Source: an optimization exercise on an open RTL-to-GDS flow (aim: small area, a short achievable clock period and few clock cycles per item). Production flows keep margins and buffers that such runs may drop. The RTL was checked by simulation tests, not by an equivalence proof against the original design. Power and IR drop assume default switching activity.

## v43
==> flow/design.v (excerpt) <==
module gear_param_sched #(
   parameter int GEAR_W      = 8,
   parameter int PARAM_W     = 40,
   parameter int DEPTH       = 32,
   parameter int STABLE_CNT  = 4,
   parameter int ACK_TIMEOUT = 1023,
   parameter logic [PARAM_W-1:0] PARAM_DEFAULT = '0
) (
   input  logic                     clk,
   input  logic                     rst_n,
   input  logic [GEAR_W-1:0]        gear_in,
   input  logic                     cfg_we,
   input  logic [$clog2(DEPTH)-1:0] cfg_addr,
   input  logic                     cfg_valid,
   input  logic [GEAR_W-1:0]        cfg_code,
   input  logic [PARAM_W-1:0]       cfg_param,
   output logic [PARAM_W-1:0]       param_out,
   output logic                     param_req,
   input  logic                     param_ack,
   output logic                     busy,
   output logic                     unknown_err,
   output logic                     timeout_err,
   input  logic                     err_clr
);
   localparam int IDX_W = $clog2(DEPTH);
   localparam int TMO_W = $clog2(ACK_TIMEOUT + 1);
   localparam int NTAP  = 8;
   localparam int SPAN  = DEPTH / NTAP;      
   localparam int HI_W  = $clog2(NTAP);
   localparam int LO_W  = $clog2(SPAN);
   logic [GEAR_W-1:0]  sync1_q, sync2_q, prev_q;
   logic [2:0]         stab_q, stab_d;
   logic               restart, ready;
   logic [DEPTH-1:0]   rv_q;
   logic [GEAR_W-1:0]  rc_q [DEPTH];
   logic [PARAM_W-1:0] rp_q [DEPTH];
   logic [IDX_W-1:0]   rot_q;
   logic               wpend_q, cmt_q;
   logic [IDX_W-1:0]   wa_q;
   logic               wv_q;
   logic [GEAR_W-1:0]  wc_q;
   logic [PARAM_W-1:0] wp_q;
   logic               commit;
   logic               best_f_q;
   logic [IDX_W-1:0]   best_i_q;
   logic [PARAM_W-1:0] best_p_q;
   logic [TMO_W-1:0]   tmo_q;
   logic [PARAM_W-1:0] param_q;
   logic               req_q;
   logic               act_valid_q, miss_valid_q;
   logic [GEAR_W-1:0]  act_code_q, miss_code_q;
   logic               unk_q, tmo_err_q;
   assign commit  = wpend_q && (rot_q == wa_q);
  ...
Size: ~3,200 cells after synthesis, ~1,800 flip-flops, ~46,000 um2 of cells after synthesis.
Settings: LEC_CHECK=0, ABC_CLOCK_PERIOD_IN_PS=2500, CAP_MARGIN=20, CORE_MARGIN=2, CORE_UTILIZATION=45, PLACE_DENSITY=0.6, SETUP_SLACK_MARGIN=3.5, SLEW_MARGIN=20; clock period 6.0 ns.
run.sh (not shown) runs the stock make flow with config.mk's settings and CLKGATE_MAP_FILE= SYNTH_SCRIPT=/design/flow/synth_recipe.tcl, a recipe that flattens the netlist after the stock synthesis.
Testbench counts of v43, summed over its fixed seeds: cycles 24,000, lookups 4,000.
Changes in v41 relative to v43:
Settings: a deleted SETUP_SLACK_MARGIN that had been 3.5; a deleted ABC_CLOCK_PERIOD_IN_PS that had been 2500.
- Summary of v41 over v43: number of buffers created by CTS saw a decrease; multi-input gate share of total cell area now smaller.
- [v41 vs v43] maximum fanout count along the critical path: higher in v41
- Looking at capturing instance or port of the critical path, the param_q[18] result is from v43; the param_q[19] one comes from v41.
- Critical path depth ended up 12 lower on v41 than on v43.
- Per the comparison of v41 with v43, time the final worst path needs with I/O delays and setup rose 0.81 ns, total power fell 0.089 mW, final-layout clock buffer total fell 16, routed wire length fell about 3%.
- Gate count of the mapped netlist came out exactly the same in v41 and v43.
### v41 -> v36
Settings: an added SETUP_SLACK_MARGIN of 3.5.
## What came out
Result: PASS for each of v41 and v36
met2 layer wire length in the routed design for v36: about 4% up relative to v41
Looking only at total via count after detailed routing, and setting everything else aside, the lower value of v41 and v36 goes to v41.
Number of global-route vias before repair of v36 exceeds that of v41 by a few percent.
reg2reg as the class of the worst hold path was reported by v36, and in2async by v41.
Going from v41 to v36, post-CTS setup repair buffer count +92, total power +0.089 mW, clock buffer count in the final layout +about 7%.

* * *

## MS
The RTL this note starts from:
==> flow/design.v <==
module gear_param_sched #(
   parameter int GEAR_W      = 8,
   parameter int PARAM_W     = 40,
   parameter int DEPTH       = 32,
   parameter int STABLE_CNT  = 4,
   parameter int ACK_TIMEOUT = 1023,
   parameter logic [PARAM_W-1:0] PARAM_DEFAULT = '0
) (
   input  logic                     clk,
   input  logic                     rst_n,
   input  logic [GEAR_W-1:0]        gear_in,
   input  logic                     cfg_we,
   input  logic [$clog2(DEPTH)-1:0] cfg_addr,
   input  logic                     cfg_valid,
   input  logic [GEAR_W-1:0]        cfg_code,
   input  logic [PARAM_W-1:0]       cfg_param,
   output logic [PARAM_W-1:0]       param_out,
   output logic                     param_req,
   input  logic                     param_ack,
   output logic                     busy,
   output logic                     unknown_err,
   output logic                     timeout_err,
   input  logic                     err_clr
);
   localparam int IDX_W = $clog2(DEPTH);
   localparam int TMO_W = $clog2(ACK_TIMEOUT + 1);
   localparam int NTAP  = DEPTH / 2;
   logic [GEAR_W-1:0]  sync1_q, sync2_q, prev_q;
   logic [2:0]         stab_q, stab_d;
   logic               same, restart, ready;
   logic [DEPTH-1:0]   rv_q;
   logic [GEAR_W-1:0]  rc_q [DEPTH];
   logic [PARAM_W-1:0] rp_q [DEPTH];
   logic [IDX_W-1:0]   rot_q;
   logic               wpend_q, cmt_q;
   logic [IDX_W-1:0]   wa;
   logic               wv;
   logic               commit;
   logic [NTAP-1:0]    wrap_q;      
   logic [NTAP-1:0]    tmatch, tsel_d, tsel_q;
   logic               any_q;
   logic               best_f_q, best_b_q, take;
   logic [PARAM_W-1:0] best_p_q, cand_p;
   logic [TMO_W-1:0]   tmo_q;
   logic [PARAM_W-1:0] param_q;
   logic               req_q;
   logic               act_valid_q, miss_valid_q;
   logic [GEAR_W-1:0]  act_code_q, miss_code_q;
   logic               supp_q, dec_q;
   logic               unk_q, tmo_err_q;
   logic               go, hit, req_fall;
   assign wa      = act_code_q[IDX_W-1:0];
   assign wv      = act_code_q[IDX_W];
   assign commit  = wpend_q && (rot_q == {wa[3:0], wa[4]});
   assign same    = (sync2_q == prev_q);
   assign restart = !same || wpend_q || cmt_q;
   assign ready   = (stab_q == 3'd2) || (stab_q == 3'd3);
   always_comb begin
      if (restart)
         stab_d = 3'd0;
      else if (stab_q == 3'd3)
         stab_d = 3'd3;
      else
         stab_d = stab_q + 3'd1;
   end
   always_comb begin
      for (int j = 0; j < NTAP; j++)
         tmatch[j] = rv_q[2*j+1] && (rc_q[2*j+1] == sync2_q);
   end
   always_comb begin
      logic [NTAP-1:0] mw;
      logic            below, below_w, above_w;
      mw = tmatch & wrap_q;
      for (int j = 0; j < NTAP; j++) begin
         below   = 1'b0;
         below_w = 1'b0;
         above_w = 1'b0;
         for (int k = 0; k < NTAP; k++) begin
            if (k < j) below   = below | tmatch[k];
            if (k < j) below_w = below_w | mw[k];
            if (k > j) above_w = above_w | mw[k];
         end
         tsel_d[j] = tmatch[j] && (wrap_q[j] ? !below_w : !(below || above_w));
      end
   end
   always_comb begin
      cand_p = '0;
      for (int j = 0; j < NTAP; j++)
         cand_p = cand_p | ({PARAM_W{tsel_q[j]}} & rp_q[2*j]);
   end
   assign take = any_q && !wpend_q && (!best_f_q || (!rot_q[0] && best_b_q));
   assign go       = !req_q && ready && !restart && !supp_q && !dec_q;
   assign hit      = best_f_q;
   assign req_fall = req_q && (param_ack || (tmo_q == TMO_W'(ACK_TIMEOUT - 1)));
   always_ff @(posedge clk or negedge rst_n) begin
      if (!rst_n) begin
         sync1_q      <= '0;
         sync2_q      <= '0;
         prev_q       <= '0;
         stab_q       <= 3'd5;
         rv_q         <= '0;
         rot_q        <= '0;
         wrap_q       <= '0;
         wpend_q      <= 1'b0;
         cmt_q        <= 1'b0;
         best_f_q     <= 1'b0;
         param_q      <= PARAM_DEFAULT;
         req_q        <= 1'b0;
         act_valid_q  <= 1'b0;
         miss_valid_q <= 1'b0;
         supp_q       <= 1'b0;
         dec_q        <= 1'b0;
         unk_q        <= 1'b0;
         tmo_err_q    <= 1'b0;
      end else begin
         sync1_q <= gear_in;
         sync2_q <= sync1_q;
         prev_q  <= sync2_q;
         stab_q  <= stab_d;
         rot_q   <= rot_q + IDX_W'(1);
         if (rot_q == IDX_W'(DEPTH - 2))
            wrap_q <= '0;
         else if (!rot_q[0])
            wrap_q <= {1'b1, wrap_q[NTAP-1:1]};
         for (int p = 0; p < DEPTH - 1; p++)
            rv_q[p] <= rv_q[p+1];
         rv_q[DEPTH-1] <= commit ? wv : rv_q[0];
         if (cfg_we)
            wpend_q <= 1'b1;
         else if (commit)
            wpend_q <= 1'b0;
         cmt_q <= commit;
         if (restart)
            best_f_q <= 1'b0;
         else if (take)
            best_f_q <= 1'b1;
         supp_q <= (act_valid_q && (sync2_q == act_code_q)) ||
                   (miss_valid_q && (sync2_q == miss_code_q));
         dec_q  <= go;
         if (go) begin
            if (hit) begin
               req_q       <= 1'b1;
               act_valid_q <= 1'b1;
            end else begin
               miss_valid_q <= 1'b1;
            end
         end else if (req_fall) begin
            req_q <= 1'b0;
         end
         if (go && hit)
            param_q <= best_p_q;
         if (cfg_we) begin
            act_valid_q  <= 1'b0;
            miss_valid_q <= 1'b0;
         end
         unk_q     <= (go && !hit) || (unk_q && !err_clr);
         tmo_err_q <= (req_fall && !param_ack) || (tmo_err_q && !err_clr);
      end
   end
   always_ff @(posedge clk) begin
      if (go && hit)
         tmo_q <= '0;
      else if (req_q)
         tmo_q <= tmo_q + TMO_W'(1);
      if (cfg_we)
         act_code_q <= GEAR_W'({cfg_valid, cfg_addr});
      else if (go && hit)
         act_code_q <= sync2_q;
      if (cfg_we)
         miss_code_q <= cfg_code;
      else if (go && !hit)
         miss_code_q <= sync2_q;
      tsel_q <= tsel_d;
      any_q  <= |tmatch;
      if (take)
         best_b_q <= rot_q[0];
      if (cfg_we)
         best_p_q <= cfg_param;
      else if (take)
         best_p_q <= cand_p;
   end
   for (genvar p = 0; p < DEPTH; p++) begin : g_ring
      if (p == DEPTH - 1) begin : g_port
         always_ff @(posedge clk) begin
            rc_q[p] <= commit ? miss_code_q : rc_q[0];
            rp_q[p] <= commit ? best_p_q : rp_q[0];
         end
      end else begin : g_shift
         always_ff @(posedge clk) begin
            rc_q[p] <= rc_q[p+1];
            rp_q[p] <= rp_q[p+1];
         end
      end
   end
   assign param_out   = param_q;
   assign param_req   = req_q;
   assign busy        = req_q;
   assign unknown_err = unk_q;
   assign timeout_err = tmo_err_q;
endmodule
make LEC_CHECK=0 CAP_MARGIN=20 CORE_MARGIN=2 CORE_UTILIZATION=60 CTS_CLUSTER_DIAMETER=100 CTS_CLUSTER_SIZE=25 PLACE_DENSITY=0.7 SETUP_SLACK_MARGIN=3.5 SLEW_MARGIN=20 finish   # period 6.0 ns
Testbench counts of MS, summed over its fixed seeds: cycles 24,000, lookups 4,000.
Changes in PW relative to MS:
-- flow/config.mk --
<<< MS, line 9
export CORE_MARGIN = 2
export CORE_UTILIZATION = 60
export CTS_CLUSTER_DIAMETER = 100
export CTS_CLUSTER_SIZE = 25
export PLACE_DENSITY = 0.7
export SETUP_SLACK_MARGIN = 3.5
>>> PW, line 9
export CORE_MARGIN = 2
export CORE_UTILIZATION = 75
export CTS_CLUSTER_DIAMETER = 100
export CTS_CLUSTER_SIZE = 30
export PLACE_DENSITY = 0.85
export SETUP_SLACK_MARGIN = 3.5
### Flow results
- Multi-input logic area was higher in the run labelled PW.
- For die area, dividing the value from MS by the value from PW gives 1.2.
- Worst setup slack came out lower on PW than on MS.
- Wire: PW routes more than MS
- ~same final net count in MS and PW
- MS → PW: maximum clock frequency fell by 3.2%, worst setup timing slack at the placement stage rose by 0.12 ns, leakage component of the power stayed essentially flat, largest voltage drop on the vdd net rose by about 26%, sequential share of layout area rose by 0.22 points.
- Compared with MS, PW shows a via density per instance that is 0.62 higher.

## port drivers added, routing unchanged
Ports are ideal in the flow. The routed layouts listed here were re-timed in OpenROAD. Step 1, drivers: a clkbuf_16 drives clk and a buf_2 each remaining input, both assumed. Step 2 adds t to the input delays and takes it off the output delays; t is the mean of the earliest and latest rising clock arrival at the registers after step 1. Input paths then give back, and output paths get back, about the clock's delay inside the block. Slacks: no drivers / after step 1 / after step 2; pairs: no drivers / after step 1.
| run | shift t [ns] | setup slack, ns | hold slack, ns |
|---|---|---|---|
| v43 | 0.829 | 1.506 / 1.506 / 1.506 | 0.309 / 0.309 / 0.309 |
| v41 | 0.805 | 0.696 / 0.696 / 0.696 | 0.286 / 0.259 / 0.303 |
| v36 | 0.829 | 1.506 / 1.506 / 1.506 | 0.309 / 0.309 / 0.309 |
| MS | 0.709 | 3.528 / 3.464 / 2.857 | 0.317 / 0.317 / 0.317 |
| PW | 0.698 | 3.448 / 3.448 / 2.974 | 0.316 / 0.316 / 0.316 |
After both steps every run listed still meets setup and hold. For MS, which loses most, drivers alone change the setup slack by -0.064 ns; drivers and shift together by -0.671 ns.
